This design comes from an exercise in tuning for small area, a short achievable clock period and few clock cycles per item on the open sky130 flow, not from production work.
Function was checked by simulation only, so behaviour that the tests miss may differ from the original.
Power figures rest on the tool's default switching activity, not on a simulated workload.

--- design/flow/constraint.sdc ---
create_clock -name core_clock -period 10.0 [get_ports {clk}]
set_input_delay 2.0000 -clock core_clock [delete_from_list [all_inputs] [get_ports {clk}]]
set_output_delay 2.0000 -clock core_clock [all_outputs]
set_load 0.01 [all_outputs]
--- design/flow/config.mk ---
export PLATFORM = sky130hd
export DESIGN_NAME = systolic_top
export DESIGN_NICKNAME = systolic_top
export VERILOG_FILES = /design/flow/design.v
export SDC_FILE = /design/flow/constraint.sdc
export NUM_CORES = 4
export LEC_CHECK = 0
export CAP_MARGIN = 20
export CORE_MARGIN = 2
export CORE_UTILIZATION = 40
export SLEW_MARGIN = 20
--- design/flow/design.v ---
`timescale 1ns/10ps
package systolic_pkg;
    typedef logic signed [16-1:0]   data_t;
    typedef logic signed [8-1:0] weight_t;
    typedef logic signed [32-1:0]  accum_t;
    typedef logic [6-1:0]          wb_addr_t;
    typedef logic [32-1:0]          wb_data_t;
    typedef enum logic [2:0] {
        IDLE,
        CLEAR,
        FEED,
        DRAIN,
        DONE
    } seq_state_t;
endpackage
`timescale 1ns/10ps
module mac_unit (
    input  logic    clk,
    input  logic    rst_n,
    input  logic    enable,
    input  logic    clear_accum,
    input  systolic_pkg::data_t   data_in,
    input  systolic_pkg::weight_t weight_in,
    output systolic_pkg::accum_t  accum_out,
    output logic    valid_out
);
    systolic_pkg::accum_t product;
    systolic_pkg::accum_t accum_q;
    logic   valid_q;
    assign product = systolic_pkg::accum_t'(data_in) * systolic_pkg::accum_t'(weight_in);
    always_ff @(posedge clk or negedge rst_n) begin
        if (!rst_n) begin
            accum_q <= '0;
            valid_q <= 1'b0;
        end else if (clear_accum) begin
            accum_q <= '0;
            valid_q <= 1'b0;
        end else if (enable) begin
            accum_q <= accum_q + product;
            valid_q <= 1'b1;
        end else begin
            valid_q <= 1'b0;
        end
    end
    assign accum_out = accum_q;
    assign valid_out = valid_q;
endmodule
`timescale 1ns/10ps
module processing_element (
    input  logic    clk,
    input  logic    rst_n,
    input  logic    enable,
    input  logic    clear_accum,
    input  systolic_pkg::data_t   data_in,
    input  logic    data_valid_in,
    output systolic_pkg::data_t   data_out,
    output logic    data_valid_out,
    input  systolic_pkg::weight_t weight_in,
    input  logic    weight_valid_in,
    output systolic_pkg::weight_t weight_out,
    output logic    weight_valid_out,
    output systolic_pkg::accum_t  accum_out,
    output logic    result_valid
);
    logic    mac_en;
    systolic_pkg::data_t   mac_data;
    systolic_pkg::weight_t mac_weight;
    systolic_pkg::data_t   data_q;
    systolic_pkg::weight_t weight_q;
    logic    data_valid_q;
    logic    weight_valid_q;
    assign mac_en     = enable && data_valid_in && weight_valid_in;
    assign mac_data   = mac_en ? data_in : '0;
    assign mac_weight = mac_en ? weight_in : '0;
    always_ff @(posedge clk) begin
        if (enable) begin
            data_q   <= data_in;
            weight_q <= weight_in;
        end
    end
    always_ff @(posedge clk or negedge rst_n) begin
        if (!rst_n) begin
            data_valid_q   <= 1'b0;
            weight_valid_q <= 1'b0;
        end else begin
            data_valid_q   <= enable && data_valid_in;
            weight_valid_q <= enable && weight_valid_in;
        end
    end
    assign data_out         = data_q;
    assign data_valid_out   = data_valid_q;
    assign weight_out       = weight_q;
    assign weight_valid_out = weight_valid_q;
    mac_unit u_mac (
        .clk         (clk),
        .rst_n       (rst_n),
        .enable      (mac_en),
        .clear_accum (clear_accum),
        .data_in     (mac_data),
        .weight_in   (mac_weight),
        .accum_out   (accum_out),
        .valid_out   (result_valid)
    );
endmodule
`timescale 1ns/10ps
module systolic_array (
    input  logic              clk,
    input  logic              rst_n,
    input  logic              enable,
    input  logic              clear_accum,
    input  systolic_pkg::data_t [4-1:0] west_data,
    input  logic [4-1:0]  west_valid,
    input  systolic_pkg::weight_t [4-1:0] north_weight,
    input  logic [4-1:0]  north_valid,
    output systolic_pkg::accum_t [4*4-1:0] accum,
    output logic              corner_valid
);
    systolic_pkg::data_t   h_data  [4][4+1];
    logic    h_valid [4][4+1];
    systolic_pkg::weight_t v_weight [4+1][4];
    logic    v_valid  [4+1][4];
    logic    res_valid [4*4];
    for (genvar e = 0; e < 4; e++) begin : g_edge
        assign h_data[e][0]   = west_data[e];
        assign h_valid[e][0]  = west_valid[e];
        assign v_weight[0][e] = north_weight[e];
        assign v_valid[0][e]  = north_valid[e];
    end
    for (genvar i = 0; i < 4; i++) begin : g_row
        for (genvar j = 0; j < 4; j++) begin : g_col
            processing_element u_pe (
                .clk              (clk),
                .rst_n            (rst_n),
                .enable           (enable),
                .clear_accum      (clear_accum),
                .data_in          (h_data[i][j]),
                .data_valid_in    (h_valid[i][j]),
                .data_out         (h_data[i][j+1]),
                .data_valid_out   (h_valid[i][j+1]),
                .weight_in        (v_weight[i][j]),
                .weight_valid_in  (v_valid[i][j]),
                .weight_out       (v_weight[i+1][j]),
                .weight_valid_out (v_valid[i+1][j]),
                .accum_out        (accum[i*4+j]),
                .result_valid     (res_valid[i*4+j])
            );
        end
    end
    assign corner_valid = res_valid[4*4-1];
endmodule
`timescale 1ns/10ps
module skew_feeder (
    input  logic              clk,
    input  logic              rst_n,
    input  logic              feed_valid,
    input  systolic_pkg::data_t [4-1:0] row_data,
    input  systolic_pkg::weight_t [4-1:0] col_weight,
    output systolic_pkg::data_t [4-1:0] west_data,
    output logic [4-1:0]  west_valid,
    output systolic_pkg::weight_t [4-1:0] north_weight,
    output logic [4-1:0]  north_valid
);
    for (genvar g = 0; g < 4; g++) begin : g_lane
        if (g == 0) begin : g_pass
            assign west_data[g]    = row_data[g];
            assign west_valid[g]   = feed_valid;
            assign north_weight[g] = col_weight[g];
            assign north_valid[g]  = feed_valid;
        end else begin : g_delay
            systolic_pkg::data_t   d_q [g];
            systolic_pkg::weight_t w_q [g];
            logic    v_q [g];
            always_ff @(posedge clk) begin
                d_q[0] <= row_data[g];
                w_q[0] <= col_weight[g];
                for (int s = 1; s < g; s++) begin
                    d_q[s] <= d_q[s-1];
                    w_q[s] <= w_q[s-1];
                end
            end
            always_ff @(posedge clk or negedge rst_n) begin
                if (!rst_n) begin
                    for (int s = 0; s < g; s++) begin
                        v_q[s] <= 1'b0;
                    end
                end else begin
                    v_q[0] <= feed_valid;
                    for (int s = 1; s < g; s++) begin
                        v_q[s] <= v_q[s-1];
                    end
                end
            end
            assign west_data[g]    = d_q[g-1];
            assign west_valid[g]   = v_q[g-1];
            assign north_weight[g] = w_q[g-1];
            assign north_valid[g]  = v_q[g-1];
        end
    end
endmodule
`timescale 1ns/10ps
module wb_systolic_ctrl (
    input  logic      clk,
    input  logic      rst_n,
    input  logic      wb_cyc,
    input  logic      wb_stb,
    input  logic      wb_we,
    input  systolic_pkg::wb_addr_t  wb_adr,
    input  systolic_pkg::wb_data_t  wb_dat_w,
    output systolic_pkg::wb_data_t  wb_dat_r,
    output logic      wb_ack,
    output logic      enable,
    output logic      clear_accum,
    output logic      feed_valid,
    output systolic_pkg::data_t [4-1:0] row_data,
    output systolic_pkg::weight_t [4-1:0] col_weight,
    input  systolic_pkg::accum_t [4*4-1:0] accum,
    input  logic      corner_valid
);
    localparam int IDX_W = $clog2(4);
    localparam int NN_W  = 2 * IDX_W;
    localparam systolic_pkg::wb_addr_t A_BASE   = systolic_pkg::wb_addr_t'(0);
    localparam systolic_pkg::wb_addr_t B_BASE   = systolic_pkg::wb_addr_t'(16);
    localparam systolic_pkg::wb_addr_t C_BASE   = systolic_pkg::wb_addr_t'(48);
    localparam systolic_pkg::wb_addr_t CTRL_ADR = systolic_pkg::wb_addr_t'(32);
    localparam systolic_pkg::wb_addr_t STAT_ADR = systolic_pkg::wb_addr_t'(33);
    localparam systolic_pkg::wb_addr_t MAT_SZ   = systolic_pkg::wb_addr_t'(4 * 4);
    localparam logic [IDX_W-1:0] K_LAST = IDX_W'(4 - 1);
    systolic_pkg::seq_state_t       state;
    logic [IDX_W-1:0] k_idx;
    logic [IDX_W-1:0] drain_cnt;
    logic             busy;
    logic             done;
    logic             wb_access;
    logic             wr_en;
    logic             start;
    systolic_pkg::data_t   a_reg [4*4];
    systolic_pkg::weight_t b_reg [4*4];
    systolic_pkg::wb_addr_t         a_off;
    systolic_pkg::wb_addr_t         b_off;
    systolic_pkg::wb_addr_t         c_off;
    logic             a_hit;
    logic             b_hit;
    logic             c_hit;
    assign a_off = wb_adr - A_BASE;
    assign b_off = wb_adr - B_BASE;
    assign c_off = wb_adr - C_BASE;
    assign a_hit = a_off < MAT_SZ;
    assign b_hit = b_off < MAT_SZ;
    assign c_hit = c_off < MAT_SZ;
    assign wb_access = wb_cyc && wb_stb && !wb_ack;
    assign wr_en     = wb_access && wb_we;
    assign start     = wr_en && !busy && (wb_adr == CTRL_ADR) && wb_dat_w[0];
    always_ff @(posedge clk or negedge rst_n) begin
        if (!rst_n) begin
            wb_ack <= 1'b0;
        end else begin
            wb_ack <= wb_access;
        end
    end
    always_ff @(posedge clk or negedge rst_n) begin
        if (!rst_n) begin
            for (int e = 0; e < 4 * 4; e++) begin
                a_reg[e] <= '0;
                b_reg[e] <= '0;
            end
        end else if (wr_en && !busy) begin
            if (a_hit) begin
                a_reg[a_off[NN_W-1:0]] <= systolic_pkg::data_t'(wb_dat_w);
            end
            if (b_hit) begin
                b_reg[b_off[NN_W-1:0]] <= systolic_pkg::weight_t'(wb_dat_w);
            end
        end
    end
    always_comb begin
        wb_dat_r = '0;
        if (a_hit) begin
            wb_dat_r = systolic_pkg::wb_data_t'($signed(a_reg[a_off[NN_W-1:0]]));
        end else if (b_hit) begin
            wb_dat_r = systolic_pkg::wb_data_t'($signed(b_reg[b_off[NN_W-1:0]]));
        end else if (wb_adr == STAT_ADR) begin
            wb_dat_r = {{(32-2){1'b0}}, done, busy};
        end else if (c_hit) begin
            wb_dat_r = accum[c_off[NN_W-1:0]];
        end
    end
    always_ff @(posedge clk or negedge rst_n) begin
        if (!rst_n) begin
            state     <= systolic_pkg::IDLE;
            k_idx     <= '0;
            drain_cnt <= '0;
        end else begin
            case (state)
                systolic_pkg::IDLE, systolic_pkg::DONE: begin
                    if (start) begin
                        state <= systolic_pkg::CLEAR;
                    end
                end
                systolic_pkg::CLEAR: begin
                    state <= systolic_pkg::FEED;
                    k_idx <= '0;
                end
                systolic_pkg::FEED: begin
                    if (k_idx == K_LAST) begin
                        state     <= systolic_pkg::DRAIN;
                        drain_cnt <= '0;
                    end else begin
                        k_idx <= k_idx + 1'b1;
                    end
                end
                systolic_pkg::DRAIN: begin
                    if (corner_valid) begin
                        if (drain_cnt == K_LAST) begin
                            state <= systolic_pkg::DONE;
                        end else begin
                            drain_cnt <= drain_cnt + 1'b1;
                        end
                    end
                end
                default: state <= systolic_pkg::IDLE;
            endcase
        end
    end
    assign busy        = (state == systolic_pkg::CLEAR) || (state == systolic_pkg::FEED) || (state == systolic_pkg::DRAIN);
    assign done        = (state == systolic_pkg::DONE);
    assign clear_accum = (state == systolic_pkg::CLEAR);
    assign feed_valid  = (state == systolic_pkg::FEED);
    assign enable      = (state == systolic_pkg::FEED) || (state == systolic_pkg::DRAIN);
    for (genvar g = 0; g < 4; g++) begin : g_vec
        assign row_data[g]   = a_reg[{IDX_W'(g), k_idx}];
        assign col_weight[g] = b_reg[{k_idx, IDX_W'(g)}];
    end
endmodule
`timescale 1ns/10ps
module systolic_top (
    input  logic     clk,
    input  logic     rst_n,
    input  logic     wb_cyc,
    input  logic     wb_stb,
    input  logic     wb_we,
    input  logic [5:0]  wb_adr,
    input  logic [31:0] wb_dat_w,
    output logic [31:0] wb_dat_r,
    output logic     wb_ack
);
    logic              enable;
    logic              clear_accum;
    logic              feed_valid;
    systolic_pkg::data_t [4-1:0] row_data;
    systolic_pkg::weight_t [4-1:0] col_weight;
    systolic_pkg::data_t [4-1:0] west_data;
    logic [4-1:0]  west_valid;
    systolic_pkg::weight_t [4-1:0] north_weight;
    logic [4-1:0]  north_valid;
    systolic_pkg::accum_t [4*4-1:0] accum;
    logic              corner_valid;
    wb_systolic_ctrl u_ctrl (
        .clk          (clk),
        .rst_n        (rst_n),
        .wb_cyc       (wb_cyc),
        .wb_stb       (wb_stb),
        .wb_we        (wb_we),
        .wb_adr       (wb_adr),
        .wb_dat_w     (wb_dat_w),
        .wb_dat_r     (wb_dat_r),
        .wb_ack       (wb_ack),
        .enable       (enable),
        .clear_accum  (clear_accum),
        .feed_valid   (feed_valid),
        .row_data     (row_data),
        .col_weight   (col_weight),
        .accum        (accum),
        .corner_valid (corner_valid)
    );
    skew_feeder u_feeder (
        .clk          (clk),
        .rst_n        (rst_n),
        .feed_valid   (feed_valid),
        .row_data     (row_data),
        .col_weight   (col_weight),
        .west_data    (west_data),
        .west_valid   (west_valid),
        .north_weight (north_weight),
        .north_valid  (north_valid)
    );
    systolic_array u_array (
        .clk          (clk),
        .rst_n        (rst_n),
        .enable       (enable),
        .clear_accum  (clear_accum),
        .west_data    (west_data),
        .west_valid   (west_valid),
        .north_weight (north_weight),
        .north_valid  (north_valid),
        .accum        (accum),
        .corner_valid (corner_valid)
    );
endmodule
--- design/flow/run.sh ---
#!/bin/bash
# synth_recipe.tcl (not shown) runs the flow's synth.tcl, then flattens the netlist and writes it again
# the make line also repeats each setting of config.mk as NAME=value (left out here)
make -C /OpenROAD-flow-scripts/flow DESIGN_CONFIG=/design/flow/config.mk WORK_HOME=/design/flow/orfs CLKGATE_MAP_FILE= SYNTH_SCRIPT=/design/flow/synth_recipe.tcl finish
==> impl_results.md <==
- Post-route antenna net violation count: 0
- All-Layer GR Usage: 0.2372
- Register bit total from synthesis: 1350
- Adder-cell area share of the yosys netlist: 0.4133
- Complex-gate fraction of the synthesized area: 0.08136
- Multi-input logic area: 0.1096 mm²
- Clock Tree Buf Depth: 4
- Pre-antenna DRT Iters: 6
- Setup crit start kind: flip-flop
- Vias: 113637
- Starting density of the core: 0.4022
- Worst Path Required: 10690 ps
- First-pass GRT wire length: 726.7 mm
- Drt wl/cell: 22.41 µm
- Met3 WL: 37.68 mm
- Layout fillers: 37772
- Resize count post-CTS: 0
- Syn Std Cell Area: 0.1581 mm²
- Post-CTS Hold Buffers: 0
- Worst-path fanout max: 41
- CTS H-tree lvls: 4
- Setup WS pre-CTS: 1359 ps
- Dpl hpwl: 369.0 mm
- Max reg flops: 512
- Worst VDD drop: 161.1 µV
- Largest family of logic cells by synthesized area: adder cells
- Setup Viol. Count Final: 0
- P_leak: 90.02 nW
- Die H: 632.7 µm
- WP data arrival: 9300 ps
- Routability cong.: 0.9434
- Yosys warning count: 25
- Layout cells sized above 1: 0.07623
- Slew of the pin with the lowest slew margin: 1205 ps
- Remaining Overflow, GRT: 0
- Routed WL: 466.3 mm
- Minimum clock period: 8616 ps
- Drt drc: 0
- Hold crit path type: flip-flop to flip-flop
- Die W: 632.7 µm
- Layout Nets: 19084
- Total negative setup slack: 0 ps
- Area delta synth->final: 7.865%
- Final Slew Violations: 0
- Register area: 0.03450 mm²
- TritonCTS clock tree: done
- Avg Cell Area, Syn: 10.15 µm²
- Worst clock skew: 144.2 ps
- Slew HR: 0.1940
- TritonCTS Buffers: 165
- Post-synthesis mux area share: 0.05178
- FFs w/ async S/R, synth: 0.6800
- Non-Filler Instances: 20807
- Post-synth EDFFs: 288
- DRT met1 WL: 197.0 mm
- Initial drt markers: 9782
- Crit path kind: flip-flop to flip-flop
- Vias/cell: 5.461
- Die area: 0.4003 mm²
- Vias in the first global route: 117834
- Placed insts: 20407
- Clock root cell: clkbuf_16
- Sink Count: 1350
- Top routing layer used: met5
- Worst-skew pair later-pin latency: 960 ps
- Sequential element share of the synthesized area: 0.2182
- Unrepaired setup endpoints after global routing: no
- # IOs: 76
- Simple-Gate Fraction of Synth Area: 0.1190
- Worst setup EP type: flip-flop
- Port-buffer cells: 59
- Worst-path clk slew: 70 ps
- Synth Instances: 15576
- Routed wl met2: 209.2 mm
- Worst setup margin: 1384 ps
- Area of the core: 0.3931 mm²
- Initial antenna violation count: 76
- Post-CTS Setup Bufs: 0
- Top_reg_cell synth: dfrtp_1
- Syn Nets: 19304
- Xor and xnor fraction of the mapped netlist area: 0.02620
- PD cells: 172.9 mW/mm²
- FP Rows: 230
- Fmax: 0.1161 GHz
- Final worst path period share: 0.8616
- Status: timing/DRC/antenna clean
- Max cap viols: 0
- Final hold vios: 0
- Netlist cell types: 90
- Largest net degree at the start of global routing: 144
## cell usage after synthesis, types with 54 or more instances
library cell / number / area, µm²
a21o_1: 145 / 1089
a21oi_1: 377 / 1887
a22o_1: 68 / 595.6
a22oi_1: 293 / 2200
and2_1: 98 / 613.1
and3_1: 1139 / 7126
clkbuf_1: 577 / 2166
dfrtp_1: 918 / 22970
dfxtp_1: 144 / 2883
edfxtp_1: 288 / 8648
fa_1: 2561 / 51270
ha_1: 1124 / 14060
inv_1: 3137 / 11780
mux2_2: 383 / 4313
mux4_2: 160 / 3603
nand2_1: 1019 / 3825
nand2b_1: 82 / 513.0
nand3_1: 536 / 2683
nand4_1: 54 / 337.8
nor2_1: 532 / 1997
nor3_1: 74 / 370.4
o21ai_0: 572 / 2863
o21bai_1: 58 / 435.4
o31ai_1: 84 / 630.6
xnor2_1: 284 / 2487
xor2_1: 189 / 1655
## logic make-up (layout without fill, tap and decap cells)
group,after synthesis,after routing
adder cells (fa/ha/maj),3685,3685
other,0,95
flip-flops,1350,1350
AO/OA/AOI/OAI,1979,1979
AND/OR/NAND/NOR,3732,3732
buffers and inverters,3787,3703
XOR/XNOR,473,473
multiplexers,570,570
## cells in the final DEF, fill, tap and decap left out, types with 284 or more instances in the layout
cell      instances
nand2_1        1008
a21oi_1         377
inv_1          3134
mux2_2          383
fa_1           2561
edfxtp_1        288
dfrtp_1         918
nand3_1         536
xnor2_1         284
a22oi_1         293
nor2_1          513
and3_1         1134
ha_1           1120
o21ai_0         572
## critical path, stage by stage, from the launching register on
cell	delay (ps)
dfrtp_1	530
nand2b_1	330
inv_8	340
buf_4	410
and3_4	470
and2_0	800
nand2_1	160
fa_1	520
inv_1	50
fa_1	470
fa_1	520
fa_1	500
inv_1	50
fa_1	510
inv_1	50
ha_1	320
o21ai_0	130
o21ai_0	140
a21oi_1	470
o21ai_0	410
a21o_1	280
nor3_1	250
o21ai_0	190
a31oi_1	240
xnor2_1	130
o21ai_0	80
## cell type report
cell class                 instances  area share
inverter                        3141     0.06920
tap                             5220     0.03830
clock inverter                    96    0.006303
timing repair buffer             259     0.01290
antenna                           95    0.001394
sequential                      1350      0.2023
clock buffer                     207     0.02701
multi-input combinational      10439      0.6426
## where the power goes
group          switching [mW]  internal, mW  leakage (nW)  total, mW
clock                    2.70          3.73          2.78       6.43
sequential               2.22          7.04          17.1       9.25
combinational            9.05          4.75          70.2       13.8
total                    14.0          15.5          90.0       29.5
## path summary, 6_finish.rpt
path / start / endpoint / slack [ps] / depth (start not counted)
min in group asynchronous: rst_n / u_ctrl.a_reg[5][6] / 1070 / 1
worst min-delay path: u_feeder.g_lane[3].g_delay.w_q[1][1] / u_feeder.g_lane[3].g_delay.w_q[2][1] / 320 / 0
max in group asynchronous: rst_n / u_array.g_row[2].g_col[1].u_pe.u_mac.accum_q[31] / 6780 / 3
worst min register to register: u_feeder.g_lane[3].g_delay.w_q[1][1] / u_feeder.g_lane[3].g_delay.w_q[2][1] / 320 / 0
worst max-delay path: u_ctrl.state[2] / u_array.g_row[1].g_col[2].u_pe.u_mac.accum_q[31] / 1380 / 25
worst max register to register: u_ctrl.state[2] / u_array.g_row[1].g_col[2].u_pe.u_mac.accum_q[31] / 1380 / 25
## per-layer routing
layer,vias to the layer above,global-route usage
met5,-,0
met4,38,0.09904
met3,845,0.04331
met2,3863,0.3706
met1,58620,0.3244
li1,50271,-
## through the flow
stage | hold WS [ps] | util | instance area, µm² | total power, mW
after global routing | 329.0 | 0.4336 | 170400 | 31.69
after global placement | 311.5 | 0.4186 | 164600 | 22.75
after detailed placement | 312.1 | 0.4187 | 164600 | 22.91
after CTS | 326.2 | 0.4331 | 170300 | 29.53
final | 324.9 | 0.4338 | 170500 | 29.48
after floorplan | 309.6 | - | 158100 | 17.81
Testbench counts, summed over its fixed seeds: cycles 42,240, jobs 384.

## static timing again, ports no longer ideal
No port has a modelled driver above. Below, the same layout with a new extraction and two added sets of constraints.
Step 1: set_driving_cell puts a clkbuf_16 on clk and a buf_2 on each other input, an assumption about the parent block.
Step 2 moves the port delays by t, midway between the first and last clock arrival at a register: inputs arrive t later, outputs are due t later. That takes back most of the time a late clock gives input paths.
a / b / c = no drivers / after step 1 / after step 2; a / b = the first two.
shift t [ns]: 0.987
setup slack, ns: 1.384 / 1.384 / 1.384
worst slew at a driven data input, ns: 0.13
After both steps setup and hold are still met in this run. For this run, drivers alone change the setup slack by 0.000 ns; drivers and shift together by 0.000 ns.
